From an optimization exercise on the open Yosys and OpenROAD flow, aimed at small area, a short achievable clock period and few clock cycles per item; shortcuts taken in it are not production practice.
In this exercise RTL edits were held to simulation tests only and were not proved equivalent to the original.
Power and IR drop assume default switching activity.

### flow/flow/run.sh
#!/bin/bash
# The standard layout, with resizer and synthesis options changed:
# - the port buffers are plain buffers (the default pick is a slow delay buffer);
# - resizing may swap a cell for one of another footprint;
# - adders are left to ABC instead of being mapped to the library's
#   ripple full/half-adder cells, so ABC can restructure them for speed.
set -euo pipefail
bash standard.sh "BUFFER_PORTS_ARGS=-buffer_cell sky130_fd_sc_hd__buf_1" \
    MATCH_CELL_FOOTPRINT=0 ADDER_MAP_FILE= finish > make_finish.log 2>&1
### flow/standard.sh
#!/bin/bash
# synth_recipe.tcl (not shown) runs the flow's synth.tcl, then flattens the netlist and writes it again
# the make line also repeats each setting of config.mk as NAME=value (left out here)
make -C /OpenROAD-flow-scripts/flow DESIGN_CONFIG=/design/flow/config.mk WORK_HOME=/design/flow/orfs CLKGATE_MAP_FILE= SYNTH_SCRIPT=/design/flow/synth_recipe.tcl "${@:-finish}"
### flow/config.mk
export PLATFORM = sky130hd
export DESIGN_NAME = reorder_buffer_commit_retire_unit
export DESIGN_NICKNAME = reorder_buffer_commit_retire_unit
export VERILOG_FILES = /design/flow/design.v
export SDC_FILE = /design/flow/constraint.sdc
export NUM_CORES = 4
export LEC_CHECK = 0
export CAP_MARGIN = 20
export CORE_MARGIN = 2
export CORE_UTILIZATION = 60
export SETUP_SLACK_MARGIN = 1.8
export SLEW_MARGIN = 20
### flow/constraint.sdc
create_clock -name core_clock -period 5.0 [get_ports {i_clk}]
set_input_delay 1.0000 -clock core_clock [delete_from_list [all_inputs] [get_ports {i_clk}]]
set_output_delay 1.0000 -clock core_clock [all_outputs]
set_load 0.01 [all_outputs]
### flow/design.v
`timescale 1ns / 1ps
`default_nettype none
package rbcr_pkg;
    localparam int MODE_W    = 3;
    localparam int SLOT_W    = 6;
    localparam int TAG_W     = 16;
    localparam int UOP_W     = 4;
    localparam int REQ_W     = 7;
    localparam int CNT_W     = 7;
    localparam int CTR_W     = 32;
    localparam int CFG_IDX_W = 2;
    localparam int CFG_DAT_W = 7;
    localparam logic [MODE_W-1:0] MODE_ALLOC  = 3'd0;
    localparam logic [MODE_W-1:0] MODE_POP    = 3'd1;
    localparam logic [MODE_W-1:0] MODE_COMMIT = 3'd2;
    localparam logic [MODE_W-1:0] MODE_RETIRE = 3'd3;
    localparam logic [MODE_W-1:0] MODE_FLUSH  = 3'd4;
    localparam logic [MODE_W-1:0] MODE_QUERY  = 3'd5;
    localparam logic [1:0] ST_OK       = 2'd0;
    localparam logic [1:0] ST_FULL     = 2'd1;
    localparam logic [1:0] ST_EMPTY    = 2'd2;
    localparam logic [1:0] ST_MISMATCH = 2'd3;
    localparam logic [CFG_IDX_W-1:0] CFG_CAPACITY = 2'd0;
    localparam logic [CFG_IDX_W-1:0] CFG_REMOVE   = 2'd1;
    localparam logic [CFG_IDX_W-1:0] CFG_SIM      = 2'd2;
    typedef struct packed {
        logic [MODE_W-1:0] mode;
        logic [SLOT_W-1:0] slot;
        logic [TAG_W-1:0]  op_tag;
        logic [UOP_W-1:0]  uop_number;
        logic [REQ_W-1:0]  request_count;
    } t_in;
    typedef struct packed {
        logic [1:0]        status;
        logic [SLOT_W-1:0] alloc_slot;
        logic              can_allocate;
        logic [CNT_W-1:0]  flushed_count;
        logic [CNT_W-1:0]  freed_count;
        logic [CTR_W-1:0]  retired_ops_total;
        logic [CTR_W-1:0]  retired_insns_total;
        logic [CNT_W-1:0]  uncommitted_count;
        logic [CNT_W-1:0]  committed_count;
        logic              all_empty;
    } t_out;
    typedef struct packed {
        logic capture;
        logic exec;
        logic drain_step;
    } t_ctrl_cmd;
    typedef struct packed {
        logic drain_req;
        logic drain_more;
    } t_dp_stat;
endpackage
`default_nettype wire
`timescale 1ns / 1ps
`default_nettype none
module rbcr_datapath
(
    input  wire logic                  i_clk,
    input  wire logic                  i_rst_n,
    input  wire logic                  i_start,
    input  wire logic                  i_cfg_we,
    input  wire logic [1:0]            i_cfg_index,
    input  wire logic [6:0]            i_cfg_data,
    input  rbcr_pkg::t_in              i_cmd,
    output logic                       o_busy,
    output logic                       o_done,
    output rbcr_pkg::t_out             o_result
);
    logic [5:0]  r_head, r_commit, r_tail;
    logic [6:0]  r_com, r_unc;
    logic [31:0] r_ops, r_insns;
    logic [63:0] r_marks;
    logic [63:0] r_zero;
    logic [6:0]  r_cap;
    logic        r_roc;
    logic        r_sim;
    logic        r_done;
    logic        r_wait;
    logic [5:0]  r_probe;
    logic [1:0]  r_status, n_status;
    logic [5:0]  r_alloc, n_alloc;
    logic        r_can, n_can;
    logic [6:0]  r_flushed, n_flushed;
    logic [6:0]  r_freed, n_freed;
    logic [5:0]  n_head, n_commit, n_tail;
    logic [6:0]  n_com, n_unc;
    logic [6:0]  r_occ, n_occ;
    logic [5:0]  occ_base;
    logic [5:0]  n_probe;
    wire  [2:0]  mode = i_cmd.mode;
    wire  [5:0]  slot = i_cmd.slot;
    logic        scan_step;
    logic [5:0]  run;
    logic [5:0]  probe_inc;
    assign scan_step = (r_com != '0) && (r_probe != r_commit) && r_marks[r_probe];
    assign run       = r_probe - r_head;     
    assign probe_inc = r_probe + 1'b1;
    function automatic logic [5:0] sub6(input logic [5:0] a, input logic [5:0] b);
        logic [5:0] p, g, gg, pp;
        p = a ^ ~b;
        g = a & ~b;
        gg = g;
        pp = p;
        gg[0] = g[0] | p[0];
        for (int d = 1; d < 6; d = d * 2) begin
            for (int i = 5; i >= d; i--) begin
                gg[i] = gg[i] | (pp[i] & gg[i-d]);
                pp[i] = pp[i] & pp[i-d];
            end
        end
        sub6 = p ^ {gg[4:0], 1'b1};
    endfunction
    logic        acc;
    logic        is_alloc, is_pop, is_commit, is_retire, is_flush, is_query;
    logic        full;
    logic        unc_zero;
    logic [5:0]  off;
    logic        flush_hit;
    logic [7:0]  cur;
    logic [7:0]  room;
    logic        fits;
    logic        in_com;
    logic        head_ret;
    logic        drain;
    logic        set_mark;
    logic        alloc_ok;
    logic        uop_zero;
    assign acc       = i_start && !r_wait;
    assign is_alloc  = acc && (mode == rbcr_pkg::MODE_ALLOC);
    assign is_pop    = acc && (mode == rbcr_pkg::MODE_POP);
    assign is_commit = acc && (mode == rbcr_pkg::MODE_COMMIT);
    assign is_retire = acc && (mode == rbcr_pkg::MODE_RETIRE);
    assign is_flush  = acc && (mode == rbcr_pkg::MODE_FLUSH);
    assign is_query  = acc && (mode == rbcr_pkg::MODE_QUERY);
    assign full      = r_occ[6];              
    assign unc_zero  = (r_unc == '0);
    assign off       = sub6(slot, r_commit);
    assign occ_base  = 6'(r_com) - r_commit;   
    assign flush_hit = r_unc[6] ||
                       ((r_commit <= r_tail) ? ((slot >= r_commit) && (slot < r_tail))
                                             : ((slot >= r_commit) || (slot < r_tail)));
    assign cur       = r_roc ? 8'(r_unc) : 8'(r_occ);
    assign room      = {1'b0, r_cap} - cur;      
    assign fits      = !room[7] && (7'(i_cmd.request_count) <= room[6:0]);
    assign in_com    = r_com[6] ||
                       ((r_head <= r_commit) ? ((slot >= r_head) && (slot < r_commit))
                                             : ((slot >= r_head) || (slot < r_commit)));
    assign alloc_ok  = is_alloc && !full;
    assign uop_zero  = (i_cmd.uop_number == '0);
    assign head_ret  = is_retire && r_sim && (slot == r_head) && (r_com != '0);
    assign drain     = (head_ret || r_wait) && !scan_step;
    assign set_mark  = is_retire && r_sim && in_com;
    always_comb begin
        n_head    = r_head;
        n_commit  = r_commit;
        n_tail    = r_tail;
        n_com     = r_com;
        n_unc     = r_unc;
        n_occ     = r_occ;
        n_probe   = (scan_step || drain) ? probe_inc : r_probe;
        n_status  = rbcr_pkg::ST_OK;
        n_alloc   = '0;
        n_can     = 1'b0;
        n_flushed = '0;
        n_freed   = '0;
        if (is_alloc) begin
            if (full) begin
                n_status = rbcr_pkg::ST_FULL;
            end else begin
                n_alloc = r_tail;
                n_tail  = r_tail + 1'b1;
                n_unc   = r_unc + 1'b1;
                n_occ   = r_occ + 1'b1;
            end
        end
        if (is_pop) begin
            if (unc_zero) begin
                n_status = rbcr_pkg::ST_EMPTY;
            end else begin
                n_tail = r_tail - 1'b1;
                n_unc  = r_unc - 1'b1;
                n_occ  = r_occ - 1'b1;
            end
        end
        if (is_commit && r_sim) begin
            if (unc_zero) begin
                n_status = rbcr_pkg::ST_EMPTY;
            end else begin
                if (slot != r_commit) n_status = rbcr_pkg::ST_MISMATCH;
                n_commit = r_commit + 1'b1;
                n_unc    = r_unc - 1'b1;
                n_com    = r_com + 1'b1;
            end
        end
        if (drain) begin
            n_head  = r_probe;
            n_com   = {1'b0, sub6(r_commit, r_probe)};
            n_freed = {run == '0, run};
            n_occ   = {1'b0, sub6(r_tail, r_probe)};    
        end
        if (is_flush && flush_hit) begin
            n_flushed = {slot == r_tail, sub6(r_tail, slot)};
            n_occ     = {1'b0, 6'(occ_base + slot)};    
            n_unc     = 7'(off);
            n_tail    = slot;
        end
        if (is_query) begin
            n_can = fits;
        end
    end
    always_ff @(posedge i_clk) begin
        if (!i_rst_n) begin
            r_head   <= '0;
            r_commit <= '0;
            r_tail   <= '0;
            r_com    <= '0;
            r_unc    <= '0;
            r_probe  <= 6'd1;
            r_ops    <= '0;
            r_insns  <= '0;
            r_occ    <= '0;
            r_cap    <= 7'd64;
            r_roc    <= 1'b0;
            r_sim    <= 1'b1;
            r_done   <= 1'b0;
            r_wait   <= 1'b0;
        end else begin
            r_head   <= n_head;
            r_commit <= n_commit;
            r_tail   <= n_tail;
            r_com    <= n_com;
            r_unc    <= n_unc;
            r_occ    <= n_occ;
            r_probe  <= n_probe;
            r_wait   <= (head_ret || r_wait) && scan_step;
            r_done   <= (acc && !head_ret) || drain;
            if (is_retire) r_ops <= r_ops + 1'b1;
            if (is_retire && slot_zero) r_insns <= r_insns + 1'b1;
            if (i_cfg_we) begin
                case (i_cfg_index)
                    rbcr_pkg::CFG_CAPACITY: r_cap <= i_cfg_data;
                    rbcr_pkg::CFG_REMOVE:   r_roc <= i_cfg_data[0];
                    rbcr_pkg::CFG_SIM:      r_sim <= i_cfg_data[0];
                    default: begin
                    end
                endcase
            end
        end
    end
    logic [7:0]  set_row, slot_row, slot_col, we_row, tail_col, zero_row;
    logic [63:0] we, set;
    logic        slot_zero;
    always_comb begin
        for (int j = 0; j < 8; j++) begin
            set_row[j]  = set_mark && (slot[5:3] == 3'(j));
            slot_row[j] = (slot[5:3] == 3'(j));
            slot_col[j] = (slot[2:0] == 3'(j));
            we_row[j]   = alloc_ok && (r_tail[5:3] == 3'(j));
            tail_col[j] = (r_tail[2:0] == 3'(j));
        end
        for (int i = 0; i < 64; i++) begin
            we[i]  = we_row[i / 8] && tail_col[i % 8];
            set[i] = set_row[i / 8] && slot_col[i % 8];
        end
        for (int j = 0; j < 8; j++) zero_row[j] = |(slot_col & r_zero[8*j +: 8]);
        slot_zero = |(slot_row & zero_row);
    end
    always_ff @(posedge i_clk) begin
        r_status  <= n_status;
        r_alloc   <= n_alloc;
        r_can     <= n_can;
        r_flushed <= n_flushed;
        r_freed   <= n_freed;
        for (int i = 0; i < 64; i++) begin
            r_marks[i] <= set[i] || (r_marks[i] && !we[i]);
            if (we[i]) r_zero[i] <= uop_zero;
        end
    end
    assign o_busy = r_wait;
    assign o_done = r_done;
    assign o_result.status              = r_status;
    assign o_result.alloc_slot          = r_alloc;
    assign o_result.can_allocate        = r_can;
    assign o_result.flushed_count       = r_flushed;
    assign o_result.freed_count         = r_freed;
    assign o_result.retired_ops_total   = r_ops;
    assign o_result.retired_insns_total = r_insns;
    assign o_result.uncommitted_count   = r_unc;
    assign o_result.committed_count     = r_com;
    assign o_result.all_empty           = (r_occ == '0);
endmodule
`default_nettype wire
`timescale 1ns / 1ps
`default_nettype none
module reorder_buffer_commit_retire_unit
#(
    parameter int RING_DEPTH = 64
) (
    input  wire logic                  i_clk,
    input  wire logic                  i_rst_n,
    input  wire logic                  start,
    output logic                       busy,
    input  wire logic [35:0]           i_cmd,
    output logic                       o_done,
    output logic [101:0]               o_result,
    input  wire logic                  i_cfg_we,
    input  wire logic [1:0]            i_cfg_index,
    input  wire logic [6:0]            i_cfg_data
);
    rbcr_pkg::t_in       cmd;
    rbcr_pkg::t_out      result;
    assign cmd      = i_cmd;
    assign o_result = result;
    rbcr_datapath u_datapath (
        .i_clk       (i_clk),
        .i_rst_n     (i_rst_n),
        .i_start     (start),
        .i_cfg_we    (i_cfg_we),
        .i_cfg_index (i_cfg_index),
        .i_cfg_data  (i_cfg_data),
        .i_cmd       (cmd),
        .o_busy      (busy),
        .o_done      (o_done),
        .o_result    (result)
    );
endmodule
`default_nettype wire
==> results of run 1 <==
layer usage:
layer,vias to the layer above,wire length [um]
li1,5511,-
met1,5584,15760
met2,446,17870
met3,87,2814
met4,0,1118
met5,-,0
worst min-delay path, stage by stage, from the launching register on:
cell and delay (ns):
dfxtp_1 0.30, o21ai_0 0.06, o21ai_1 0.06
placed cells by master (no fill, tap or decap), types with 6 or more instances in the layout:
cell type  synthesis  routed
nor2_1           204     202
dfxtp_1          207     199
o21ai_0          154     150
buf_1             11     131
nand2_1          103      99
xnor2_1           96      96
xor2_1            66      66
edfxtp_1          64      64
a21oi_1           54      52
nand3_1           42      40
inv_1             36      35
mux2i_1           34      34
clkbuf_16          0      31
and2_1            26      26
mux4_2            26      26
maj3_1            27      25
buf_4              5      24
nand4_1           23      23
and3_1            22      22
nor3_1            23      21
nand2b_1          21      20
nor2b_1           18      15
a31oi_1           10       9
clkbuf_1          75       9
nor4_1             9       7
o22ai_1            7       7
dfxtp_2            0       7
or3_1              6       6
o221ai_1           6       6
o211ai_1           6       6
cells by family after synthesis:
logic type,synth area share (%)
AND/OR/NAND/NOR,18.48
adder cells (fa/ha/maj),2.125
flip-flops,44.02
buffers and inverters,4.349
XOR/XNOR,10.47
multiplexers,6.800
AO/OA/AOI/OAI,13.76
repair_timing:
action / 4_1_cts / 5_1_grt
endpoints found under the setup margin: 142 / 169
setup buffers: 5 / 4
cloned: 3 / 2
pin swaps: 2 / 8
gates resized for setup: 19 / 44
registers in the layout, summed over array words and instances (netlist names), 2 cells and up:
| name | cells |
|---|---|
| u_datapath.r_status | 2 |
| u_datapath.r_alloc | 6 |
| u_datapath.r_insns | 32 |
| u_datapath.r_com | 7 |
| u_datapath.r_probe | 6 |
| u_datapath.r_flushed | 7 |
| u_datapath.r_cap | 7 |
| u_datapath.r_ops | 32 |
| u_datapath.r_head | 6 |
| u_datapath.r_occ | 7 |
| u_datapath.r_zero | 64 |
| u_datapath.r_freed | 7 |
| u_datapath.r_commit | 6 |
| u_datapath.r_tail | 6 |
| u_datapath.r_unc | 7 |
| u_datapath.r_marks | 64 |
metrics by stage:
| stage | hold slack, ns | util (%) | power (mW) | instances |
|---|---|---|---|---|
| floorplan | 0.4420 | - | 2.517 | 1515 |
| global placement | 0.4564 | 64.20 | 2.595 | 1848 |
| detailed placement | 0.4635 | 64.20 | 2.600 | 1848 |
| CTS | 0.4765 | 69.29 | 4.868 | 1910 |
| global route | 0.5047 | 70.30 | 5.002 | 1916 |
| finish | 0.4721 | 70.30 | 4.860 | 1916 |
area by class of cell:
| class | instances | area [sq um] |
|---|---|---|
| multi-input cells | 1101 | 7438 |
| fillers | 1830 | 6704 |
| flip-flops and latches | 271 | 6078 |
| clock buffers | 44 | 833.3 |
| repair buffers | 166 | 827.0 |
| well taps | 285 | 356.6 |
| clock inverters | 10 | 182.7 |
| inverters | 39 | 151.4 |
power breakdown:
part           total (mW)  internal, mW  switching [mW]
logic               0.308         0.113           0.195
registers            2.26          2.24          0.0198
clock network        2.29          1.41           0.882
worst min path at each step:
| stage | startpoint | end | slack, ns | cells past startpoint |
|---|---|---|---|---|
| global route | u_datapath.r_marks[44] | u_datapath.r_marks[44] | 0.50 | 2 |
| floorplan | u_datapath.r_marks[60] | u_datapath.r_marks[60] | 0.44 | 2 |
| global placement | u_datapath.r_marks[32] | u_datapath.r_marks[32] | 0.46 | 2 |
| finish | u_datapath.r_marks[62] | u_datapath.r_marks[62] | 0.47 | 2 |
| CTS | u_datapath.r_marks[6] | u_datapath.r_marks[6] | 0.48 | 2 |
| detailed placement | u_datapath.r_marks[44] | u_datapath.r_marks[44] | 0.46 | 2 |
==> qor.txt, run 1 <==
Min-Delay Path Class: flop to flop
Fmax achieved: 310.6 MHz
Syn Inst Count: 1515
initial antenna violation count: 0
Setup WS pre-CTS: 0.6843 ns
routability cong.: 0.8635
initial core utilization: 61.05%
pins over their slew limit: 0
routed vias/inst: 6.069
die span in x: 155.6 um
Synth area leaders: dfxtp_1, edfxtp_1, xnor2_1
final setup fails: 0
crit-path leading delay family: compound AO/OA/AOI/OAI gates
number of nets in the layout: 1657
vias in the first global route: 10.71k
Final Critical Period: 3.220 ns
# IOs: 153
largest net degree at the start of global routing: 69
DRC violations left: 0
crit path from: i_cmd[27]
run status: finished clean
WL final: 37560 um
GRT Overall Usage: 29.70%
H-Tree Depth: 1
FF-to-FF Start: u_datapath.r_probe[2]
layout cells sized above 1: 11.10%
Seq cells post-synth: 271
global route overflow: 0
kind of start point of the critical path: input port
Worst-Skew Late Latency: 0.55 ns
CP max stage delay: 0.51 ns
synth unique cells: 83
Final Hold Fails: 0
most common cell in the netlist: dfxtp_1
Crit path buffers/inverters: 1
Setup Crit Path Kind: input port to flop
CTS Buf Count: 29
max_slew headroom: 29.77%
CP max stage cell: o2111ai_2
met3 Usage GRT: 4.833%
CP most frequent cell: maj3_2
RSZ-0062 raised after global routing: true
busiest grt layer: met2
Via Count: 11.63k
post-route ant nets: 0
met2 Use GR: 49.92%
area delta synth->final: 15.14%
Least-Margin Pin Slew: 1.053 ns
CTS tree: built
Synth top area share: 30.07%
Async SR Flop Fraction: 0%
RR Endpoint: u_datapath.r_occ[3]
WP data arrival: 3.63 ns
row count: 55
Bufs on Longest Clock Path: 3
number of DRC markers in iteration 0: 1086
global-route wire length before repair: 57500 um
Avg Inst Size Synth: 9.096 sq um
Hold-fix buffers, CTS: 0
Commonest cells post-synth: dfxtp_1, nor2_1, o21ai_0, nand2_1, xnor2_1
Die Height: 155.6 um
sequential area share after synthesis: 44.02%
Register-to-Register Path Depth: 8
skew final: 0.01267 ns
r2r setup slk: 1.86 ns
Synth Cell Area: 13780 sq um
clk sink count: 271
Ys Warns: 1
PwrDens: 306.3 nW/um^2
Pleak: 5.433 nW
Crit path depth: 9
Worst VDD drop: 0.0002669 V
DRT Pass-1 Iters: 6
HPWL after detailed placement: 24320 um
DR WL/cell: 19.60 um
Die ar.: 24200 sq um
Design Area, Final: 15870 sq um
Placed Instance Area: 14490 sq um
worst setup margin: 1.780 ns
met1 Track Usage GR: 38.95%
diodes inserted: 0
area leader, netlist: dfxtp_1
max_cap viols: 0
final worst-path cycle share: 64.39%
setup TNS: 0 ns
Clk pin slew, worst setup/hold paths: 0.06 ns
core area: 22570 sq um
Worst setup endpoint: u_datapath.r_marks[52]
CTS root buf: clkbuf_16
Critical Path RT: 5.41 ns
critical-path cell list: clkbuf_2 > and2b_2 > a221oi_4 > a2111oi_4 > maj3_2 > maj3_2 > maj3_2 > o2111ai_2 > o21ai_0
Port Buffers: 136
Synthesized Nets: 1564
Worst setup EP type: flop
Primary FF master, synth: dfxtp_1
Max FO, Critical Path: 8
Post-synth EDFFs: 64
Testbench counts, summed over its fixed seeds: cycles 24,121, items 24,000.
==> run 2, diff against run 1 <==
--- a/flow/config.mk
+++ b/flow/config.mk
@@ -8,5 +8,5 @@
 export CAP_MARGIN = 20
 export CORE_MARGIN = 2
-export CORE_UTILIZATION = 60
-export SETUP_SLACK_MARGIN = 1.8
+export CORE_UTILIZATION = 40
+export SETUP_SLACK_MARGIN = 2.1
 export SLEW_MARGIN = 20
==> qor.txt, run 2 <==
run status: finished clean (unchanged)
Worst setup endpoint: u_datapath.r_probe[2] (was u_datapath.r_marks[52])
WL final: 41410 um (was 37560 um)
final setup fails: 0 (unchanged)
core area: 33700 sq um (was 22570 sq um)
sequential area share after synthesis: 44.02% (unchanged)
P_int: 3.874 mW (was 3.763 mW)
Worst-Skew Late Latency: 0.57 ns (was 0.55 ns)
initial antenna violation count: 0 (unchanged)
# IOs: 153 (unchanged)
global-route wire length before repair: 62410 um (was 57500 um)
Sw Share: 23.03% (was 22.57%)
initial core utilization: 40.89% (was 61.05%)
Fmax achieved: 316.4 MHz (was 310.6 MHz)
Synth area leaders: dfxtp_1, edfxtp_1, xnor2_1 (unchanged)
Clk pin slew, worst setup/hold paths: 0.06 ns (about the same)
Least-Margin Pin Slew: 0.9966 ns (was 1.053 ns)
share of power burned in registers: 45.0% (was 46.6%)
layout cells sized above 1: 21.09% (was 11.10%)
setup TNS: 0 ns (unchanged)
Post-synth EDFFs: 64 (unchanged)
DRC violations left: 0 (unchanged)
Setup Crit Path Kind: flop to flop (was input port to flop)
most common cell in the netlist: dfxtp_1 (unchanged)
crit-path leading delay family: multiplexers (was compound AO/OA/AOI/OAI gates)
Final Critical Period: 3.161 ns (was 3.220 ns)
crit path from: u_datapath.r_probe[0] (was i_cmd[27])
DRT Pass-1 Iters: 5 (was 6)
Synthesized Nets: 1564 (unchanged)
Crit path depth: 10 (was 9)
Syn Inst Count: 1515 (unchanged)
Seq cells post-synth: 271 (unchanged)
row count: 67 (was 55)
area leader, netlist: dfxtp_1 (unchanged)
power share of the clock group: 48.0% (was 47.1%)
DR WL/cell: 19.43 um (was 19.60 um)
Sw Pwr: 1.159 mW (was 1.097 mW)
Bufs on Longest Clock Path: 3 (unchanged)
CTS root buf: clkbuf_16 (unchanged)
die span in x: 189.6 um (was 155.6 um)
CP most frequent cell: mux4_2 (was maj3_2)
total power draw: 5.034 mW (was 4.860 mW)
WP data arrival: 3.58 ns (was 3.63 ns)
number of DRC markers in iteration 0: 880 (was 1086)
Synth top area share: 30.07% (unchanged)
Hold-fix buffers, CTS: 0 (unchanged)
Crit path buffers/inverters: 2 (was 1)
Via Count: 12.05k (was 11.63k)
Synth Cell Area: 13780 sq um (unchanged)
Register-to-Register Path Depth: 10 (was 8)
GRT Overall Usage: 21.79% (was 29.70%)
r2r setup slk: 1.84 ns (was 1.86 ns)
global route overflow: 0 (unchanged)
Die Height: 189.6 um (was 155.6 um)
Pleak: 5.889 nW (was 5.433 nW)
CP max stage delay: 0.55 ns (was 0.51 ns)
HPWL after detailed placement: 26590 um (was 24320 um)
most frequent cells in the layout: nor2_1, dfxtp_1, buf_1 (was nor2_1, dfxtp_1, o21ai_0)
post-route ant nets: 0 (unchanged)
synth unique cells: 83 (unchanged)
Worst VDD drop: 0.0002762 V (was 0.0002669 V)
CTS Buf Count: 30 (was 29)
Avg Inst Size Synth: 9.096 sq um (unchanged)
Logic pwr share: 7.1% (was 6.3%)
largest net degree at the start of global routing: 75 (was 69)
Port Buffers: 136 (unchanged)
diodes inserted: 0 (unchanged)
area delta synth->final: 25.12% (was 15.14%)
vias in the first global route: 11.26k (was 10.71k)
max_cap viols: 0 (unchanged)
routability cong.: 0.8310 (was 0.8635)
Commonest cells post-synth: dfxtp_1, nor2_1, o21ai_0, nand2_1, xnor2_1 (unchanged)
Max FO, Critical Path: 13 (was 8)
Async SR Flop Fraction: 0% (unchanged)
clk sink count: 271 (unchanged)
Ys Warns: 1 (unchanged)
Final Hold Fails: 0 (unchanged)
H-Tree Depth: 1 (unchanged)
final worst-path cycle share: 63.22% (was 64.39%)
max_slew headroom: 33.37% (was 29.77%)
top flop regs: u_datapath.r_marks: 64 flops, u_datapath.r_zero: 64 flops (unchanged)
CP max stage cell: mux4_2 (was o2111ai_2)
critical-path cell list: buf_12 > mux4_2 > mux4_2 > mux4_2 > and2_4 > buf_4 > o21ai_4 > nor2_1 > xnor2_1 > nor2_1 (was clkbuf_2 > and2b_2 > a221oi_4 > a2111oi_4 > maj3_2 > maj3_2 > maj3_2 > o2111ai_2 > o21ai_0)
routed vias/inst: 5.654 (was 6.069)
Die ar.: 35950 sq um (was 24200 sq um)
Critical Path RT: 5.42 ns (was 5.41 ns)
CTS tree: built (unchanged)
number of nets in the layout: 1710 (was 1657)
Min-Delay Path Class: flop to flop (unchanged)
Primary FF master, synth: dfxtp_1 (unchanged)
Worst setup EP type: flop (unchanged)
RR Endpoint: u_datapath.r_probe[2] (was u_datapath.r_occ[3])
RSZ-0062 raised after global routing: true (unchanged)
PwrDens: 291.9 nW/um^2 (was 306.3 nW/um^2)
FF-to-FF Start: u_datapath.r_probe[0] (was u_datapath.r_probe[2])
kind of start point of the critical path: flop (was input port)
fillcell total: 3113 (was 1830)
pins over their slew limit: 0 (unchanged)
skew final: 0.01255 ns (was 0.01267 ns)
[run 2: repair_timing]
action,in CTS,in global routing
resized for setup,88,185
pin swaps,21,81
setup endpoints to repair,183,215
buffers inserted,26,27
cloned,4,2
[run 2: how the worst min path moves through the flow]
stage / end / cells past startpoint / start / slack, ns
finish: u_datapath.r_marks[17] / 2 / u_datapath.r_marks[17] / 0.47
global route: u_datapath.r_marks[4] / 2 / u_datapath.r_marks[4] / 0.48
CTS: u_datapath.r_marks[63] / 2 / u_datapath.r_marks[63] / 0.48
detailed placement: u_datapath.r_marks[30] / 2 / u_datapath.r_marks[30] / 0.47
global placement: u_datapath.r_marks[61] / 2 / u_datapath.r_marks[61] / 0.45
floorplan: u_datapath.r_marks[60] / 2 / u_datapath.r_marks[60] / 0.44
[run 2: area by class of cell]
| cell class | instances | area, sq um | share of cell area (%) |
|---|---|---|---|
| Sequential cell | 271 | 6096 | 35.35 |
| Tap cell | 448 | 560.5 | 3.251 |
| Inverter | 39 | 156.4 | 0.9070 |
| Clock inverter | 9 | 96.34 | 0.5587 |
| Timing Repair Buffer | 215 | 1301 | 7.547 |
| Multi-Input combinational cell | 1104 | 8019 | 46.51 |
| Clock buffer | 45 | 1013 | 5.878 |
[run 2: per-layer routing]
metal	track usage (%)	wire, um	up-vias
met5	0	0	-
met4	7.036	1388	0
met3	3.265	2584	92
met2	37.79	20000	444
met1	27.89	17440	5860
li1	-	-	5652
[run 2: worst register-to-register path, cell delays in order, from the launching register on]
cell	delay, ns
dfxtp_4	0.37
buf_12	0.18
mux4_2	0.56
mux4_2	0.55
mux4_2	0.52
and2_4	0.25
buf_4	0.16
o21ai_4	0.16
nor2_1	0.08
xnor2_1	0.14
nor2_1	0.05
[run 2: cells by family (layout without fill, tap and decap cells)]
family	count (synthesis)	count (layout)	share of synthesized area [%]
AOI/OAI and AO/OA	313	316	13.76
xor gates and xnor gates	163	163	10.47
adders and majority gates	29	29	2.125
buffers and inverters	146	308	4.349
DFF	271	271	44.02
muxes	61	61	6.800
and+or+nand+nor	532	535	18.48
[run 2: metrics by stage]
| step | hold WS [ns] | instance area, sq um | setup WS, ns | std cells | utilization, % |
|---|---|---|---|---|---|
| after floorplan | 0.4420 | 14130 | 1.617 | 1515 | - |
| after global placement | 0.4536 | 14810 | 0.7550 | 2018 | 43.96 |
| after detailed placement | 0.4671 | 14810 | 0.7133 | 2018 | 43.96 |
| after CTS | 0.4768 | 16480 | 1.862 | 2102 | 48.90 |
| after global routing | 0.4816 | 17240 | 1.767 | 2131 | 51.17 |
| final | 0.4690 | 17240 | 1.839 | 2131 | 51.17 |
[run 2: power groups by stage]
| stage | clock, mW | sequential, mW | combinational [mW] |
|---|---|---|---|
| 2_1_floorplan | 0 | 2.30 | 0.220 |
| 3_3_place_gp | 0 | 2.31 | 0.295 |
| 3_5_place_dp | 0 | 2.31 | 0.298 |
| 4_1_cts | 2.46 | 2.26 | 0.323 |
| 5_1_grt | 2.53 | 2.26 | 0.385 |
| 6_report | 2.41 | 2.26 | 0.356 |
==> run 3, diff against run 2 <==
--- a/flow/config.mk
+++ b/flow/config.mk
@@ -9,4 +9,5 @@
 export CORE_MARGIN = 2
 export CORE_UTILIZATION = 40
-export SETUP_SLACK_MARGIN = 2.1
+export GPL_TIMING_DRIVEN = 1
+export SETUP_SLACK_MARGIN = 1.8
 export SLEW_MARGIN = 20
==> qor.txt, run 3 <==
run status: finished clean (unchanged)
Avg Inst Size Synth: 9.096 sq um (unchanged)
Synth Cell Area: 13780 sq um (unchanged)
RSZ-0062 raised after global routing: true (unchanged)
largest net degree at the start of global routing: 65 (was 75)
HPWL after detailed placement: 26390 um (was 26590 um)
Final Core Density: 47.85% (was 51.17%)
kind of start point of the critical path: input port (was flop)
WL final: 39670 um (was 41410 um)
Port Buffers: 136 (unchanged)
GRT Overall Usage: 21.15% (was 21.79%)
final worst-path cycle share: 63.21% (was 63.22%)
row count: 67 (unchanged)
Least-Margin Pin Slew: 0.9713 ns (was 0.9966 ns)
area delta synth->final: 17.01% (was 25.12%)
Post-synth EDFFs: 64 (unchanged)
Bufs on Longest Clock Path: 3 (unchanged)
routability cong.: 0.8628 (was 0.8310)
r2r setup slk: 1.88 ns (was 1.84 ns)
sequential area share after synthesis: 44.02% (unchanged)
area leader, netlist: dfxtp_1 (unchanged)
Multi-input gate area: 7437 sq um (was 8019 sq um)
Max FO, Critical Path: 6 (was 13)
Syn Inst Count: 1515 (unchanged)
Setup Crit Path Kind: input port to flop (was flop to flop)
Inst Count DP: 2018 (unchanged)
Min-Delay Path Class: flop to flop (unchanged)
layout cells sized above 1: 11.99% (was 21.09%)
max_cap viols: 0 (unchanged)
DR WL/cell: 18.90 um (was 19.43 um)
Worst-Skew Late Latency: 0.56 ns (was 0.57 ns)
Critical Path RT: 5.47 ns (was 5.42 ns)
skew final: 0.01690 ns (was 0.01255 ns)
H-Tree Depth: 1 (unchanged)
Synth top area share: 30.07% (unchanged)
Async SR Flop Fraction: 0% (unchanged)
Final Critical Period: 3.160 ns (was 3.161 ns)
Worst setup EP type: flop (unchanged)
WP data arrival: 3.63 ns (was 3.58 ns)
Final Non-Filler Cells: 2099 (was 2131)
max_slew headroom: 35.07% (was 33.37%)
global-route wire length before repair: 61180 um (was 62410 um)
clk sink count: 271 (unchanged)
CTS tree: built (unchanged)
Seq cells post-synth: 271 (unchanged)
CTS Buf Count: 30 (unchanged)
die span in x: 189.6 um (unchanged)
Die ar.: 35950 sq um (unchanged)
Final Hold Fails: 0 (unchanged)
PwrDens: 287.1 nW/um^2 (was 291.9 nW/um^2)
top flop regs: u_datapath.r_marks: 64 flops, u_datapath.r_zero: 64 flops (unchanged)
Ys Warns: 1 (unchanged)
Worst VDD drop: 0.0002551 V (was 0.0002762 V)
Die Height: 189.6 um (unchanged)
vias in the first global route: 11.15k (was 11.26k)
Commonest cells post-synth: dfxtp_1, nor2_1, o21ai_0, nand2_1, xnor2_1 (unchanged)
global route overflow: 0 (unchanged)
Primary FF master, synth: dfxtp_1 (unchanged)
register area: 6078 sq um (was 6096 sq um)
most common cell in the netlist: dfxtp_1 (unchanged)
initial core utilization: 40.89% (unchanged)
core area: 33700 sq um (unchanged)
number of nets in the layout: 1676 (was 1710)
commonest non-fill, non-tap cell in the layout: nor2_1
Synth area leaders: dfxtp_1, edfxtp_1, xnor2_1 (unchanged)
fillcell total: 3235 (was 3113)
Hold-fix buffers, CTS: 0 (unchanged)
# IOs: 153 (unchanged)
most frequent cells in the layout: nor2_1, dfxtp_1, o21ai_0 (was nor2_1, dfxtp_1, buf_1)
Design Area, Final: 16130 sq um (was 17240 sq um)
Pleak: 5.448 nW (was 5.889 nW)
Fmax achieved: 316.4 MHz (about the same)
synth unique cells: 83 (unchanged)
diodes inserted: 0 (unchanged)
routed vias/inst: 5.594 (was 5.654)
initial antenna violation count: 0 (unchanged)
Clk pin slew, worst setup/hold paths: 0.06 ns (about the same)
pins over their slew limit: 0 (unchanged)
Placed Instance Area: 14740 sq um (was 14810 sq um)
Via Count: 11.74k (was 12.05k)
DRC violations left: 0 (unchanged)
Setup WS pre-CTS: 0.6424 ns (was 0.7133 ns)
number of DRC markers in iteration 0: 891 (was 880)
Synthesized Nets: 1564 (unchanged)
post-route ant nets: 0 (unchanged)
setup TNS: 0 ns (unchanged)
worst setup margin: 1.840 ns (was 1.839 ns)
DRT Pass-1 Iters: 4 (was 5)
final setup fails: 0 (unchanged)
CTS root buf: clkbuf_16 (unchanged)
==> run 3: through the flow <==
stage          power [mW]  hold slack (ns)
2_1_floorplan       2.517           0.4420
3_3_place_gp        2.605           0.4549
5_1_grt             4.784           0.4962
3_5_place_dp        2.609           0.4640
4_1_cts             4.664           0.4773
6_report            4.630           0.4694
==> run 3: logic make-up after synthesis <==
group | after synthesis | synth area share, %
xor gates and xnor gates | 163 | 10.47
adders and majority gates | 29 | 2.125
DFF | 271 | 44.02
and+or+nand+nor | 532 | 18.48
buffers and inverters | 146 | 4.349
muxes | 61 | 6.800
AOI/OAI and AO/OA | 313 | 13.76
==> run 3: worst paths after layout <==
check	cells past startpoint	to	from
worst max-delay path	11	u_datapath.r_occ[3]	i_cmd[27]
worst min-delay path	2	u_datapath.r_marks[14]	u_datapath.r_marks[14]
worst max register to register	8	u_datapath.r_com[2]	u_datapath.r_probe[2]
worst min register to register	2	u_datapath.r_marks[14]	u_datapath.r_marks[14]
==> run 3: worst max-delay path, stage by stage <==
cell and delay [ns]:
buf_2 0.17, and2b_4 0.25, a221oi_4 0.33, a2111oi_4 0.10
maj3_2 0.34, maj3_2 0.33, maj3_2 0.42, a21oi_4 0.19
buf_12 0.15, mux2_4 0.29, nor2_1 0.07
==> run 3: area by class of cell <==
| class | instances | area share (%) |
|---|---|---|
| Multi-Input combinational cell | 1102 | 46.12 |
| Clock inverter | 17 | 0.6285 |
| Timing Repair Buffer | 183 | 6.091 |
| Tap cell | 448 | 3.476 |
| Clock buffer | 39 | 5.051 |
| Sequential cell | 271 | 37.69 |
| Inverter | 39 | 0.9389 |
==> run 3: power breakdown <==
group          internal (mW)  total (mW)  switching (mW)  leakage, nW
Sequential              2.24        2.26          0.0188         2.28
Combinational          0.117       0.317           0.200         2.72
Clock                   1.15        2.05           0.902        0.447
==> run 3: timing repair <==
action,in CTS,in global routing
resized for setup,23,48
endpoints found under the setup margin,142,149
cloned,1,4
setup buffers,9,11
pin swaps,2,14
==> run 3: metal layers <==
layer	track usage [%]	vias up	routed length, um
met3	2.785	71	2270
met4	7.066	0	1210
met2	36.39	380	18800
met5	0	-	0
met1	27.47	5719	17390
li1	-	5572	-
==> run 4, diff against run 3 <==
--- a/flow/config.mk
+++ b/flow/config.mk
@@ -9,5 +9,5 @@
 export CORE_MARGIN = 2
 export CORE_UTILIZATION = 40
-export GPL_TIMING_DRIVEN = 1
+export CTS_BUF_LIST = sky130_fd_sc_hd__clkbuf_4 sky130_fd_sc_hd__clkbuf_8
 export SETUP_SLACK_MARGIN = 1.8
 export SLEW_MARGIN = 20
==> qor.txt, run 4 <==
CTS root buf: clkbuf_8 (was clkbuf_16)
Min-Delay Path Class: flop to flop (unchanged)
Setup WS pre-CTS: 0.6424 ns (unchanged)
commonest non-fill, non-tap cell in the layout: nor2_1 (unchanged)
Max FO, Critical Path: 6 (unchanged)
post-route ant nets: 0 (unchanged)
Worst setup EP type: flop (unchanged)
Least-Margin Pin Slew: 0.9651 ns (was 0.9713 ns)
GRT Overall Usage: 21.51% (was 21.15%)
CTS tree: built (unchanged)
RSZ-0062 raised after global routing: true (unchanged)
number of nets in the layout: 1688 (was 1676)
number of DRC markers in iteration 0: 850 (was 891)
# IOs: 153 (unchanged)
DRC violations left: 0 (unchanged)
vias in the first global route: 11.37k (was 11.15k)
routability cong.: 0.8628 (unchanged)
clk sink count: 271 (unchanged)
Primary FF master, synth: dfxtp_1 (unchanged)
Critical Path RT: 5.52 ns (was 5.47 ns)
Commonest cells post-synth: dfxtp_1, nor2_1, o21ai_0, nand2_1, xnor2_1 (unchanged)
DR WL/cell: 18.83 um (was 18.90 um)
global-route wire length before repair: 61910 um (was 61180 um)
Fmax achieved: 315.8 MHz (was 316.4 MHz)
initial antenna violation count: 1 (was 0)
WL final: 40000 um (was 39670 um)
Async SR Flop Fraction: 0% (unchanged)
max_slew headroom: 35.48% (was 35.07%)
routed vias/inst: 5.569 (was 5.594)
final setup fails: 0 (unchanged)
most frequent cells in the layout: nor2_1, dfxtp_1, o21ai_0 (unchanged)
Via Count: 11.83k (was 11.74k)
kind of start point of the critical path: input port (unchanged)
PwrDens: 294.3 nW/um^2 (was 287.1 nW/um^2)
top flop regs: u_datapath.r_marks: 64 flops, u_datapath.r_zero: 64 flops (unchanged)
sequential area share after synthesis: 44.02% (unchanged)
CTS Buf Count: 48 (was 30)
Final Hold Fails: 0 (unchanged)
Worst-Skew Late Latency: 0.59 ns (was 0.56 ns)
initial core utilization: 40.89% (unchanged)
Post-synth EDFFs: 64 (unchanged)
Synth top area share: 30.07% (unchanged)
Bufs on Longest Clock Path: 3 (unchanged)
Synthesized Nets: 1564 (unchanged)
run status: finished clean (unchanged)
synth unique cells: 83 (unchanged)
setup TNS: 0 ns (unchanged)
Pleak: 5.521 nW (was 5.448 nW)
layout cells sized above 1: 13.97% (was 11.99%)
HPWL after detailed placement: 26390 um (unchanged)
WP data arrival: 3.68 ns (was 3.63 ns)
Die Height: 189.6 um (unchanged)
Synth area leaders: dfxtp_1, edfxtp_1, xnor2_1 (unchanged)
Worst VDD drop: 0.0001710 V (was 0.0002551 V)
DRT Pass-1 Iters: 6 (was 4)
core area: 33700 sq um (unchanged)
final worst-path cycle share: 63.34% (was 63.21%)
worst setup margin: 1.833 ns (was 1.840 ns)
max_cap viols: 0 (unchanged)
Syn Inst Count: 1515 (unchanged)
hold slack: 0.4731 ns (was 0.4694 ns)
Seq cells post-synth: 271 (unchanged)
Synth Cell Area: 13780 sq um (unchanged)
area delta synth->final: 17.39% (was 17.01%)
die span in x: 189.6 um (unchanged)
Final Critical Period: 3.167 ns (was 3.160 ns)
Die ar.: 35950 sq um (unchanged)
Ys Warns: 1 (unchanged)
Setup Crit Path Kind: input port to flop (unchanged)
row count: 67 (unchanged)
global route overflow: 0 (unchanged)
H-Tree Depth: 2 (was 1)
fillcell total: 3259 (was 3235)
Port Buffers: 136 (unchanged)
largest net degree at the start of global routing: 65 (unchanged)
area leader, netlist: dfxtp_1 (unchanged)
Clk pin slew, worst setup/hold paths: 0.06 ns (about the same)
pins over their slew limit: 0 (unchanged)
skew final: 0.02454 ns (was 0.01690 ns)
Avg Inst Size Synth: 9.096 sq um (unchanged)
most common cell in the netlist: dfxtp_1 (unchanged)
## run 4: cell counts after synthesis
No cell type changed its count.
## run 4: worst max-delay path, cell delays in order
cell       delay [ns]
clkbuf_2         0.18
and2b_2          0.30
a221oi_2         0.35
a2111oi_4        0.07
maj3_2           0.33
maj3_2           0.33
maj3_2           0.39
a21oi_4          0.21
buf_12           0.15
mux2_4           0.29
nor2_1           0.07
## run 4: cell type report
| cell class | instances | area [sq um] | share of cell area (%) |
|---|---|---|---|
| diodes | 1 | 2.502 | 0.01547 |
| well taps | 448 | 560.5 | 3.465 |
| clock buffers | 77 | 940.9 | 5.816 |
| inverters | 39 | 151.4 | 0.9359 |
| multi-input cells | 1101 | 7420 | 45.87 |
| flip-flops and latches | 271 | 6078 | 37.57 |
| clock inverters | 9 | 82.58 | 0.5105 |
| repair buffers | 178 | 940.9 | 5.816 |
## run 4: cell families (layout without fill, tap and decap cells)
logic type / after synthesis / after routing / share of synthesized area (%)
mux: 61 / 61 / 6.800
flops: 271 / 271 / 44.02
xor+xnor: 163 / 163 / 10.47
fa+ha+maj: 29 / 29 / 2.125
other cells: 0 / 1 / 0
compound gates: 313 / 314 / 13.76
buf+inv: 146 / 303 / 4.349
simple gates: 532 / 534 / 18.48
## run 4: repair_timing
| action | in CTS | in global routing |
|---|---|---|
| resized for setup | 19 | 41 |
| endpoints found under the setup margin | 139 | 135 |
| buffers inserted | 9 | 6 |
| pin swaps | 2 | 3 |
| cloned | 1 | 3 |
| hold buffers | 0 | 0 |
## run 4: through the flow
stage	std cells	power (mW)	area [sq um]	utilization, %
4_1_cts	2114	4.788	15930	47.28
5_1_grt	2124	4.920	16180	48.00
2_1_floorplan	1515	2.517	13970	-
3_3_place_gp	2018	2.605	14740	43.73
3_5_place_dp	2018	2.609	14740	43.73
6_report	2124	4.760	16180	48.00
## run 4: power breakdown
group / switching [mW] / internal (mW)
clock network: 0.938 / 1.24
registers: 0.0189 / 2.25
logic: 0.199 / 0.115
## run 4: final timing paths
check / startpoint / end / slack (ns) / cells past startpoint
setup / recovery: i_cmd[27] / u_datapath.r_occ[3] / 1.83 / 11
hold / removal: u_datapath.r_marks[46] / u_datapath.r_marks[46] / 0.47 / 2
setup reg to reg: u_datapath.r_probe[0] / u_datapath.r_occ[1] / 1.85 / 10
hold reg to reg: u_datapath.r_marks[46] / u_datapath.r_marks[46] / 0.47 / 2
## run 4: routing by layer
layer  global-route usage [%]  part of all wire, %  up-vias
li1                         -                    -     5588
met1                    27.37                   43     5714
met2                    36.15                   47      433
met3                    3.560                  6.4       93
met4                    9.302                  3.6        0
met5                        0                    0        -
==> run 5, diff against run 4 <==
--- a/flow/config.mk
+++ b/flow/config.mk
@@ -9,5 +9,4 @@
 export CORE_MARGIN = 2
 export CORE_UTILIZATION = 40
-export CTS_BUF_LIST = sky130_fd_sc_hd__clkbuf_4 sky130_fd_sc_hd__clkbuf_8
 export SETUP_SLACK_MARGIN = 1.8
 export SLEW_MARGIN = 20
==> qor.txt, run 5 <==
Synth area leaders: dfxtp_1, edfxtp_1, xnor2_1 (unchanged)
Design Area, Final: 16130 sq um (was 16180 sq um)
routed vias/inst: 5.594 (was 5.569)
CTS tree: built (unchanged)
diodes inserted: 0 (was 1)
CP max stage delay: 0.42 ns (was 0.39 ns)
initial antenna violation count: 0 (was 1)
largest net degree at the start of global routing: 65 (unchanged)
Multi-input gate area: 7437 sq um (was 7420 sq um)
fillcell total: 3235 (was 3259)
skew final: 0.01690 ns (was 0.02454 ns)
Synth top area share: 30.07% (unchanged)
area leader, netlist: dfxtp_1 (unchanged)
Hold Crit Depth: 2 (unchanged)
Die ar.: 35950 sq um (unchanged)
commonest non-fill, non-tap cell in the layout: nor2_1 (unchanged)
Async SR Flop Fraction: 0% (unchanged)
core area: 33700 sq um (unchanged)
vias in the first global route: 11.15k (was 11.37k)
pins over their slew limit: 0 (unchanged)
routability cong.: 0.8628 (unchanged)
Die Height: 189.6 um (unchanged)
crit-path leading delay family: adder cells (unchanged)
top flop regs: u_datapath.r_marks: 64 flops, u_datapath.r_zero: 64 flops (unchanged)
area delta synth->final: 17.01% (was 17.39%)
global route overflow: 0 (unchanged)
Fmax achieved: 316.4 MHz (was 315.8 MHz)
Register-to-Register Path Depth: 8 (was 10)
Ys Warns: 1 (unchanged)
RSZ-0062 raised after global routing: true (unchanged)
sequential area share after synthesis: 44.02% (unchanged)
Synthesized Nets: 1564 (unchanged)
Final Hold Fails: 0 (unchanged)
Via Count: 11.74k (was 11.83k)
Hold Path End: u_datapath.r_marks[14] (was u_datapath.r_marks[46])
register area: 6078 sq um (unchanged)
DR WL/cell: 18.90 um (was 18.83 um)
most frequent cells in the layout: nor2_1, dfxtp_1, o21ai_0 (unchanged)
synth unique cells: 83 (unchanged)
hold path start: u_datapath.r_marks[14] (was u_datapath.r_marks[46])
RR Endpoint: u_datapath.r_com[2] (was u_datapath.r_occ[1])
Least-Margin Pin Slew: 0.9713 ns (was 0.9651 ns)
kind of start point of the critical path: input port (unchanged)
# IOs: 153 (unchanged)
Commonest cells post-synth: dfxtp_1, nor2_1, o21ai_0, nand2_1, xnor2_1 (unchanged)
WL final: 39670 um (was 40000 um)
final setup fails: 0 (unchanged)
most common cell in the netlist: dfxtp_1 (unchanged)
DRT Pass-1 Iters: 4 (was 6)
Primary FF master, synth: dfxtp_1 (unchanged)
final worst-path cycle share: 63.21% (was 63.34%)
CP max stage cell: maj3_2 (unchanged)
Clk pin slew, worst setup/hold paths: 0.06 ns (about the same)
Post-synth EDFFs: 64 (unchanged)
Final Critical Period: 3.160 ns (was 3.167 ns)
CP most frequent cell: maj3_2 (unchanged)
DRC violations left: 0 (unchanged)
Placed Instance Area: 14740 sq um (unchanged)
post-route ant nets: 0 (unchanged)
layout cells sized above 1: 11.99% (was 13.97%)
max_cap viols: 0 (unchanged)
clk sink count: 271 (unchanged)
Avg Inst Size Synth: 9.096 sq um (unchanged)
WP data arrival: 3.63 ns (was 3.68 ns)
Worst VDD drop: 0.0002551 V (was 0.0001710 V)
H-Tree Depth: 1 (was 2)
GRT Overall Usage: 21.15% (was 21.51%)
global-route wire length before repair: 61180 um (was 61910 um)
number of DRC markers in iteration 0: 891 (was 850)
Min-Delay Path Class: flop to flop (unchanged)
max_slew headroom: 35.07% (was 35.48%)
Port Buffers: 136 (unchanged)
Crit path buffers/inverters: 2 (unchanged)
r2r setup slk: 1.88 ns (was 1.85 ns)
Synth Cell Area: 13780 sq um (unchanged)
CTS Buf Count: 30 (was 48)
Worst setup EP type: flop (unchanged)
Max FO, Critical Path: 6 (unchanged)
Seq cells post-synth: 271 (unchanged)
PwrDens: 287.1 nW/um^2 (was 294.3 nW/um^2)
number of nets in the layout: 1676 (was 1688)
run status: finished clean (unchanged)
Setup Crit Path Kind: input port to flop (unchanged)
HPWL after detailed placement: 26390 um (unchanged)
die span in x: 189.6 um (unchanged)
initial core utilization: 40.89% (unchanged)
row count: 67 (unchanged)
Bufs on Longest Clock Path: 3 (unchanged)
FF-to-FF Start: u_datapath.r_probe[2] (was u_datapath.r_probe[0])
critical-path cell list: buf_2 > and2b_4 > a221oi_4 > a2111oi_4 > maj3_2 > maj3_2 > maj3_2 > a21oi_4 > buf_12 > mux2_4 > nor2_1 (was clkbuf_2 > and2b_2 > a221oi_2 > a2111oi_4 > maj3_2 > maj3_2 > maj3_2 > a21oi_4 > buf_12 > mux2_4 > nor2_1)
Syn Inst Count: 1515 (unchanged)
Worst-Skew Late Latency: 0.56 ns (was 0.59 ns)
CTS root buf: clkbuf_16 (was clkbuf_8)
setup TNS: 0 ns (unchanged)
Pleak: 5.448 nW (was 5.521 nW)
Critical Path RT: 5.47 ns (was 5.52 ns)
## run 5: cell counts after synthesis
No cell type changed its count.
## run 5: where the power goes
group	total (mW)	internal, mW	switching (mW)
logic	0.317	0.117	0.200
registers	2.26	2.24	0.0188
clock network	2.05	1.15	0.902
total	4.63	3.51	1.12
## run 5: worst reg2reg max path, stage by stage, from the launching register on
cell and delay (ns):
dfxtp_2 0.67, mux4_2 0.44, mux4_2 0.52, mux4_2 0.49, and2_4 0.24, nor2_8 0.20
nor2_1 0.12, o21ai_1 0.20, a21oi_1 0.09
## run 5: how the worst max path moves through the flow
stage | from | end | slack, ns | depth (start not counted)
2_1_floorplan | i_cmd[28] | u_datapath.r_marks[55] | 1.56 | 11
3_3_place_gp | i_cmd[29] | u_datapath.r_occ[5] | 0.69 | 11
3_5_place_dp | i_cmd[29] | u_datapath.r_occ[5] | 0.64 | 11
4_1_cts | i_cmd[27] | u_datapath.r_marks[38] | 1.79 | 10
5_1_grt | start | u_datapath.r_marks[8] | 1.62 | 10
6_report | i_cmd[27] | u_datapath.r_occ[3] | 1.84 | 11
## run 5: cell type report
class	instances	area share, %
Multi-Input combinational cell	1102	46.12
Timing Repair Buffer	183	6.091
Tap cell	448	3.476
Sequential cell	271	37.69
Inverter	39	0.9389
Clock inverter	17	0.6285
Clock buffer	39	5.051
## run 5: kinds of logic (layout without fill, tap and decap cells)
kind of cell	after synthesis	after routing	share of synthesized area, %
compound gates	313	315	13.76
xor+xnor	163	163	10.47
fa+ha+maj	29	29	2.125
buf+inv	146	278	4.349
flops	271	271	44.02
mux	61	61	6.800
simple gates	532	534	18.48
## run 5: timing repair
action                     CTS  global route
setup buffers                9            11
pin swaps                    2            14
hold buffers                 0             0
gates resized for setup     23            48
gates cloned                 1             4
hold endpoints to repair     0             0
setup endpoints to repair  142           149
## run 5: layer usage
metal	vias to the layer above	wire length, um	share of wire (%)	GRT usage (%)
li1	5572	-	-	-
met1	5719	17390	44	27.47
met2	380	18800	47	36.39
met3	71	2270	5.7	2.785
met5	-	0	0	0
met4	0	1210	3.1	7.066
## run 5: metrics by stage
step / utilization [%] / setup WS [ns] / hold WS [ns] / instances / total power, mW
3_5_place_dp: 43.73 / 0.6424 / 0.4640 / 2018 / 2.609
2_1_floorplan: - / 1.565 / 0.4420 / 1515 / 2.517
3_3_place_gp: 43.73 / 0.6884 / 0.4549 / 2018 / 2.605
6_report: 47.85 / 1.840 / 0.4694 / 2099 / 4.630
4_1_cts: 47.00 / 1.791 / 0.4773 / 2084 / 4.664
5_1_grt: 47.85 / 1.620 / 0.4962 / 2099 / 4.784
==> run 6, diff against run 5 <==
--- a/flow/config.mk
+++ b/flow/config.mk
@@ -9,4 +9,4 @@
 export CORE_MARGIN = 2
 export CORE_UTILIZATION = 40
-export SETUP_SLACK_MARGIN = 1.8
+export SETUP_SLACK_MARGIN = 2.0
 export SLEW_MARGIN = 20
==> qor.txt, run 6 <==
CTS root buf: clkbuf_16 (unchanged)
kind of start point of the critical path: flop (was input port)
Fmax achieved: 319.3 MHz (was 316.4 MHz)
power share of the clock group: 45.7% (was 44.3%)
final worst-path cycle share: 62.64% (was 63.21%)
routability cong.: 0.8747 (was 0.8628)
Worst VDD drop: 0.0002628 V (was 0.0002551 V)
final setup fails: 0 (unchanged)
Clk pin slew, worst setup/hold paths: 0.06 ns (about the same)
Commonest cells post-synth: dfxtp_1, nor2_1, o21ai_0, nand2_1, xnor2_1 (unchanged)
Sw Share: 23.78% (was 24.21%)
DRT Pass-1 Iters: 5 (was 4)
Final Critical Period: 3.132 ns (was 3.160 ns)
Sw Pwr: 1.144 mW (was 1.121 mW)
Least-Margin Pin Slew: 1.021 ns (was 0.9713 ns)
Seq cells post-synth: 271 (unchanged)
vias in the first global route: 11.53k (was 11.15k)
Worst-Skew Late Latency: 0.56 ns (about the same)
Port Buffers: 136 (unchanged)
Synth Cell Area: 13780 sq um (unchanged)
global-route wire length before repair: 64340 um (was 61180 um)
pins over their slew limit: 0 (unchanged)
post-route ant nets: 0 (unchanged)
H-Tree Depth: 1 (unchanged)
diodes inserted: 0 (unchanged)
Via Count: 11.92k (was 11.74k)
Logic pwr share: 7.2% (was 6.8%)
routed vias/inst: 5.626 (was 5.594)
top flop regs: u_datapath.r_marks: 64 flops, u_datapath.r_zero: 64 flops (unchanged)
FF-to-FF Start: u_datapath.r_probe[0] (was u_datapath.r_probe[2])
synth unique cells: 83 (unchanged)
crit path from: u_datapath.r_probe[0] (was i_cmd[27])
run status: finished clean (unchanged)
area leader, netlist: dfxtp_1 (unchanged)
initial core utilization: 40.89% (unchanged)
Syn Inst Count: 1515 (unchanged)
skew final: 0.009484 ns (was 0.01690 ns)
Synth area leaders: dfxtp_1, edfxtp_1, xnor2_1 (unchanged)
Pleak: 5.730 nW (was 5.448 nW)
Final Hold Fails: 0 (unchanged)
Die ar.: 35950 sq um (unchanged)
number of nets in the layout: 1695 (was 1676)
area delta synth->final: 21.20% (was 17.01%)
sequential area share after synthesis: 44.02% (unchanged)
WL final: 41500 um (was 39670 um)
max_slew headroom: 31.74% (was 35.07%)
Primary FF master, synth: dfxtp_1 (unchanged)
setup TNS: 0 ns (unchanged)
Setup Crit Path Kind: flop to flop (was input port to flop)
HPWL after detailed placement: 26710 um (was 26390 um)
CTS tree: built (unchanged)
DRC violations left: 0 (unchanged)
global route overflow: 0 (unchanged)
P_int: 3.666 mW (was 3.509 mW)
share of power burned in registers: 47.1% (was 48.9%)
Synthesized Nets: 1564 (unchanged)
Worst setup EP type: flop (unchanged)
commonest non-fill, non-tap cell in the layout: dfxtp_1 (was nor2_1)
row count: 67 (unchanged)
Final Non-Filler Cells: 2119 (was 2099)
largest net degree at the start of global routing: 65 (unchanged)
PwrDens: 287.9 nW/um^2 (was 287.1 nW/um^2)
Inst Count DP: 2021 (was 2018)
layout cells sized above 1: 15.98% (was 11.99%)
hold slack: 0.4745 ns (was 0.4694 ns)
most common cell in the netlist: dfxtp_1 (unchanged)
Avg Inst Size Synth: 9.096 sq um (unchanged)
CTS Buf Count: 31 (was 30)
Max FO, Critical Path: 6 (unchanged)
DR WL/cell: 19.58 um (was 18.90 um)
# IOs: 153 (unchanged)
Hold-fix buffers, CTS: 0 (unchanged)
die span in x: 189.6 um (unchanged)
Critical Path RT: 5.41 ns (was 5.47 ns)
GRT Overall Usage: 22.41% (was 21.15%)
max_cap viols: 0 (unchanged)
Min-Delay Path Class: flop to flop (unchanged)
Die Height: 189.6 um (unchanged)
Synth top area share: 30.07% (unchanged)
hold path start: u_datapath.r_marks[30] (was u_datapath.r_marks[14])
Final Core Density: 49.56% (was 47.85%)
initial antenna violation count: 1 (was 0)
Bufs on Longest Clock Path: 3 (unchanged)
Ys Warns: 1 (unchanged)
WP data arrival: 3.54 ns (was 3.63 ns)
Post-synth EDFFs: 64 (unchanged)
most frequent cells in the layout: dfxtp_1, nor2_1, o21ai_0 (was nor2_1, dfxtp_1, o21ai_0)
core area: 33700 sq um (unchanged)
clk sink count: 271 (unchanged)
RSZ-0062 raised after global routing: true (unchanged)
total power draw: 4.809 mW (was 4.630 mW)
number of DRC markers in iteration 0: 864 (was 891)
Async SR Flop Fraction: 0% (unchanged)
-- run 6: layout make-up --
cell class	count	area, sq um
Clock buffer	46	862.1
Multi-Input combinational cell	1103	7707
Sequential cell	271	6093
Inverter	39	157.7
Tap cell	448	560.5
Fill cell	3226	17000
Clock inverter	12	111.4
Timing Repair Buffer	200	1210
-- run 6: power by group through the flow --
stage          Clock [mW]  Combinational (mW)  Sequential [mW]
6_report             2.20               0.346             2.26
5_1_grt              2.32               0.373             2.26
4_1_cts              2.23               0.323             2.26
3_5_place_dp            0               0.298             2.31
3_3_place_gp            0               0.294             2.31
2_1_floorplan           0               0.216             2.30
-- run 6: critical path: stages (launching register included) --
cell	delay, ns
dfxtp_4	0.41
buf_12	0.15
mux4_2	0.52
mux4_2	0.55
mux4_2	0.53
and2_4	0.25
nor2_8	0.19
nor2_2	0.09
o21ai_1	0.20
a21oi_1	0.08
-- run 6: stage by stage --
step / setup WS [ns] / cell area [sq um]
4_1_cts: 1.882 / 16340
2_1_floorplan: 1.618 / 14020
6_report: 1.868 / 16700
5_1_grt: 1.798 / 16700
3_3_place_gp: 0.8822 / 14780
3_5_place_dp: 0.7755 / 14780
-- run 6: cell families after synthesis --
group / after synthesis / synth area share, %
buffers and inverters: 146 / 4.349
AOI/OAI and AO/OA: 313 / 13.76
muxes: 61 / 6.800
and+or+nand+nor: 532 / 18.48
adders and majority gates: 29 / 2.125
DFF: 271 / 44.02
xor gates and xnor gates: 163 / 10.47
-- run 6: what timing repair did --
item | in CTS | in global routing
pin swaps | 14 | 35
setup buffers | 23 | 9
resized for setup | 78 | 88
endpoints found under the setup margin | 213 | 194
gates cloned | 7 | 1
-- run 6: per-layer routing --
| metal | up-vias | GRT usage (%) | routed length (um) |
|---|---|---|---|
| met5 | - | 0 | 13 |
| li1 | 5602 | - | - |
| met4 | 2 | 7.871 | 1299 |
| met3 | 78 | 3.154 | 2448 |
| met1 | 5843 | 30.10 | 18260 |
| met2 | 396 | 37.02 | 19480 |
-- run 6: path summary, 6_finish.rpt --
path	endpoint	slack, ns	cells after the start
setup / recovery	u_datapath.r_com[1]	1.87	9
setup reg to reg	u_datapath.r_com[1]	1.87	9
hold reg to reg	u_datapath.r_marks[30]	0.47	2
hold / removal	u_datapath.r_marks[30]	0.47	2
==> run 7, diff against run 6 <==
--- a/flow/config.mk
+++ b/flow/config.mk
@@ -9,4 +9,4 @@
 export CORE_MARGIN = 2
 export CORE_UTILIZATION = 40
-export SETUP_SLACK_MARGIN = 2.0
+export SETUP_SLACK_MARGIN = 1.6
 export SLEW_MARGIN = 20
==> qor.txt, run 7 <==
Least-Margin Pin Slew: 1.018 ns (was 1.021 ns)
routability cong.: 0.8581 (was 0.8747)
Clk pin slew, worst setup/hold paths: 0.06 ns (about the same)
PwrDens: 300.4 nW/um^2 (was 287.9 nW/um^2)
Fmax achieved: 301.9 MHz (was 319.3 MHz)
area delta synth->final: 15.19% (was 21.20%)
DR WL/cell: 18.66 um (was 19.58 um)
fillcell total: 3310 (was 3226)
vias in the first global route: 10.98k (was 11.53k)
layout cells sized above 1: 9.859% (was 15.98%)
synth unique cells: 83 (unchanged)
Die Height: 189.6 um (unchanged)
commonest non-fill, non-tap cell in the layout: dfxtp_1 (unchanged)
initial antenna violation count: 1 (unchanged)
clk sink count: 271 (unchanged)
row count: 67 (unchanged)
Max FO, Critical Path: 17 (was 6)
core area: 33700 sq um (unchanged)
most common cell in the netlist: dfxtp_1 (unchanged)
Via Count: 11.55k (was 11.92k)
Ys Warns: 1 (unchanged)
Synthesized Nets: 1564 (unchanged)
kind of start point of the critical path: flop (unchanged)
RR Endpoint: u_datapath.r_com[2] (was u_datapath.r_com[1])
number of DRC markers in iteration 0: 722 (was 864)
FF-to-FF Start: u_datapath.r_probe[0] (unchanged)
Min-Delay Path Class: flop to flop (unchanged)
RSZ-0062 raised after global routing: false (was true)
Primary FF master, synth: dfxtp_1 (unchanged)
largest net degree at the start of global routing: 65 (unchanged)
Worst-Skew Late Latency: 0.57 ns (was 0.56 ns)
routed vias/inst: 5.548 (was 5.626)
Logic pwr share: 6.3% (was 7.2%)
Worst VDD drop: 0.0002714 V (was 0.0002628 V)
Worst setup EP type: flop (unchanged)
Port Buffers: 136 (unchanged)
number of nets in the layout: 1658 (was 1695)
Sw Pwr: 1.092 mW (was 1.144 mW)
share of power burned in registers: 47.5% (was 47.1%)
Pleak: 5.357 nW (was 5.730 nW)
Critical Path RT: 5.41 ns (about the same)
Synth area leaders: dfxtp_1, edfxtp_1, xnor2_1 (unchanged)
area leader, netlist: dfxtp_1 (unchanged)
Async SR Flop Fraction: 0% (unchanged)
Hold Path End: u_datapath.r_marks[38] (was u_datapath.r_marks[30])
Syn Inst Count: 1515 (unchanged)
Final Hold Fails: 0 (unchanged)
GRT Overall Usage: 21.22% (was 22.41%)
initial core utilization: 40.89% (unchanged)
DRT Pass-1 Iters: 5 (unchanged)
top flop regs: u_datapath.r_marks: 64 flops, u_datapath.r_zero: 64 flops (unchanged)
setup TNS: 0 ns (unchanged)
Post-synth EDFFs: 64 (unchanged)
sequential area share after synthesis: 44.02% (unchanged)
CTS tree: built (unchanged)
Final Critical Period: 3.312 ns (was 3.132 ns)
most frequent cells in the layout: dfxtp_1, nor2_1, o21ai_0 (unchanged)
Avg Inst Size Synth: 9.096 sq um (unchanged)
DRC violations left: 0 (unchanged)
# IOs: 153 (unchanged)
global route overflow: 0 (unchanged)
Synth top area share: 30.07% (unchanged)
Commonest cells post-synth: dfxtp_1, nor2_1, o21ai_0, nand2_1, xnor2_1 (unchanged)
Register-to-Register Path Depth: 9 (unchanged)
Sw Share: 22.89% (was 23.78%)
max_cap viols: 0 (unchanged)
Final Core Density: 47.10% (was 49.56%)
global-route wire length before repair: 60930 um (was 64340 um)
post-route ant nets: 0 (unchanged)
r2r setup slk: 1.69 ns (was 1.87 ns)
Bufs on Longest Clock Path: 3 (unchanged)
final worst-path cycle share: 66.24% (was 62.64%)
hold path start: u_datapath.r_marks[38] (was u_datapath.r_marks[30])
H-Tree Depth: 1 (unchanged)
pins over their slew limit: 0 (unchanged)
Setup Crit Path Kind: flop to flop (unchanged)
WL final: 38850 um (was 41500 um)
skew final: 0.01978 ns (was 0.009484 ns)
Synth Cell Area: 13780 sq um (unchanged)
CTS root buf: clkbuf_16 (unchanged)
WP data arrival: 3.72 ns (was 3.54 ns)
Seq cells post-synth: 271 (unchanged)
max_slew headroom: 31.97% (was 31.74%)
Hold Crit Depth: 2 (unchanged)
P_int: 3.678 mW (was 3.666 mW)
HPWL after detailed placement: 26460 um (was 26710 um)
Die ar.: 35950 sq um (unchanged)
run status: finished clean (unchanged)
CTS Buf Count: 30 (was 31)
die span in x: 189.6 um (unchanged)
power share of the clock group: 46.2% (was 45.7%)
final setup fails: 0 (unchanged)
## run 7: cell counts after synthesis
Identical to the previous run, type by type.
## run 7: cell type report
type | instances | area (sq um) | area share, %
antenna | 1 | 2.502 | 0.01576
clock buffer | 45 | 889.6 | 5.604
clock inverter | 11 | 102.6 | 0.6463
inverter | 39 | 151.4 | 0.9537
multi-input combinational | 1099 | 7300 | 45.98
sequential | 271 | 6068 | 38.23
tap | 448 | 560.5 | 3.531
timing repair buffer | 168 | 799.5 | 5.037
## run 7: layer usage
metal	track usage [%]	vias up	part of all wire, %
met3	3.173	74	6.0
met1	27.37	5599	43
met2	36.38	358	48
li1	-	5520	-
met5	0	-	0
met4	7.245	0	3.2
## run 7: logic make-up after synthesis
group	count (synthesis)	share of synthesized area, %
AND/OR/NAND/NOR	532	18.48
AO/OA/AOI/OAI	313	13.76
adder cells (fa/ha/maj)	29	2.125
multiplexers	61	6.800
XOR/XNOR	163	10.47
flip-flops	271	44.02
buffers and inverters	146	4.349
## run 7: worst max path at each step
| stage | from | endpoint | slack [ns] | cells past startpoint |
|---|---|---|---|---|
| 2_1_floorplan | i_cmd[28] | u_datapath.r_marks[55] | 1.60 | 11 |
| 3_3_place_gp | i_cmd[28] | u_datapath.r_occ[0] | 0.75 | 10 |
| 3_5_place_dp | i_cmd[28] | u_datapath.r_occ[0] | 0.72 | 10 |
| 4_1_cts | i_cmd[29] | u_datapath.r_insns[28] | 1.60 | 12 |
| 5_1_grt | u_datapath.r_roc | u_datapath.r_can | 1.61 | 9 |
| 6_report | u_datapath.r_probe[0] | u_datapath.r_com[2] | 1.69 | 9 |
## run 7: power by group through the flow
stage / sequential (mW) / clock, mW / combinational, mW
global placement: 2.31 / 0 / 0.291
detailed placement: 2.31 / 0 / 0.295
floorplan: 2.30 / 0 / 0.212
finish: 2.26 / 2.20 / 0.301
global route: 2.27 / 2.34 / 0.333
CTS: 2.26 / 2.26 / 0.297
## run 7: what timing repair did
item                       in CTS  in global routing
hold buffers                    0                  0
setup endpoints to repair      76                175
resized for setup              12                 30
buffers inserted                4                  0
pin swaps                       2                  1
gates cloned                    1                  0
## run 7: worst max-delay path, stage by stage, from the launching register on
cell and delay (ns):
dfxtp_1 0.36, buf_12 0.20, mux4_2 0.56, mux4_2 0.53, mux4_2 0.51, and2_2 0.32
nor2_8 0.23, nor2_1 0.13, o21ai_0 0.22, a21oi_1 0.08
## run 7: through the flow
| stage | cells | hold WS (ns) | power (mW) | setup slack (ns) | cell area (sq um) |
|---|---|---|---|---|---|
| 2_1_floorplan | 1515 | 0.4420 | 2.513 | 1.600 | 13890 |
| 3_3_place_gp | 2020 | 0.4546 | 2.602 | 0.7531 | 14690 |
| 3_5_place_dp | 2020 | 0.4659 | 2.606 | 0.7240 | 14690 |
| 4_1_cts | 2081 | 0.4798 | 4.815 | 1.602 | 15760 |
| 5_1_grt | 2081 | 0.5006 | 4.937 | 1.607 | 15870 |
| 6_report | 2082 | 0.4796 | 4.769 | 1.688 | 15870 |

Check on run 7: ideal ports give 1.688 ns setup slack; a clkbuf_16 on the clock port and buf_2 on the inputs give 1.688 ns; moving port delays by the midpoint clock arrival (0.608 ns) as well gives 1.150 ns.
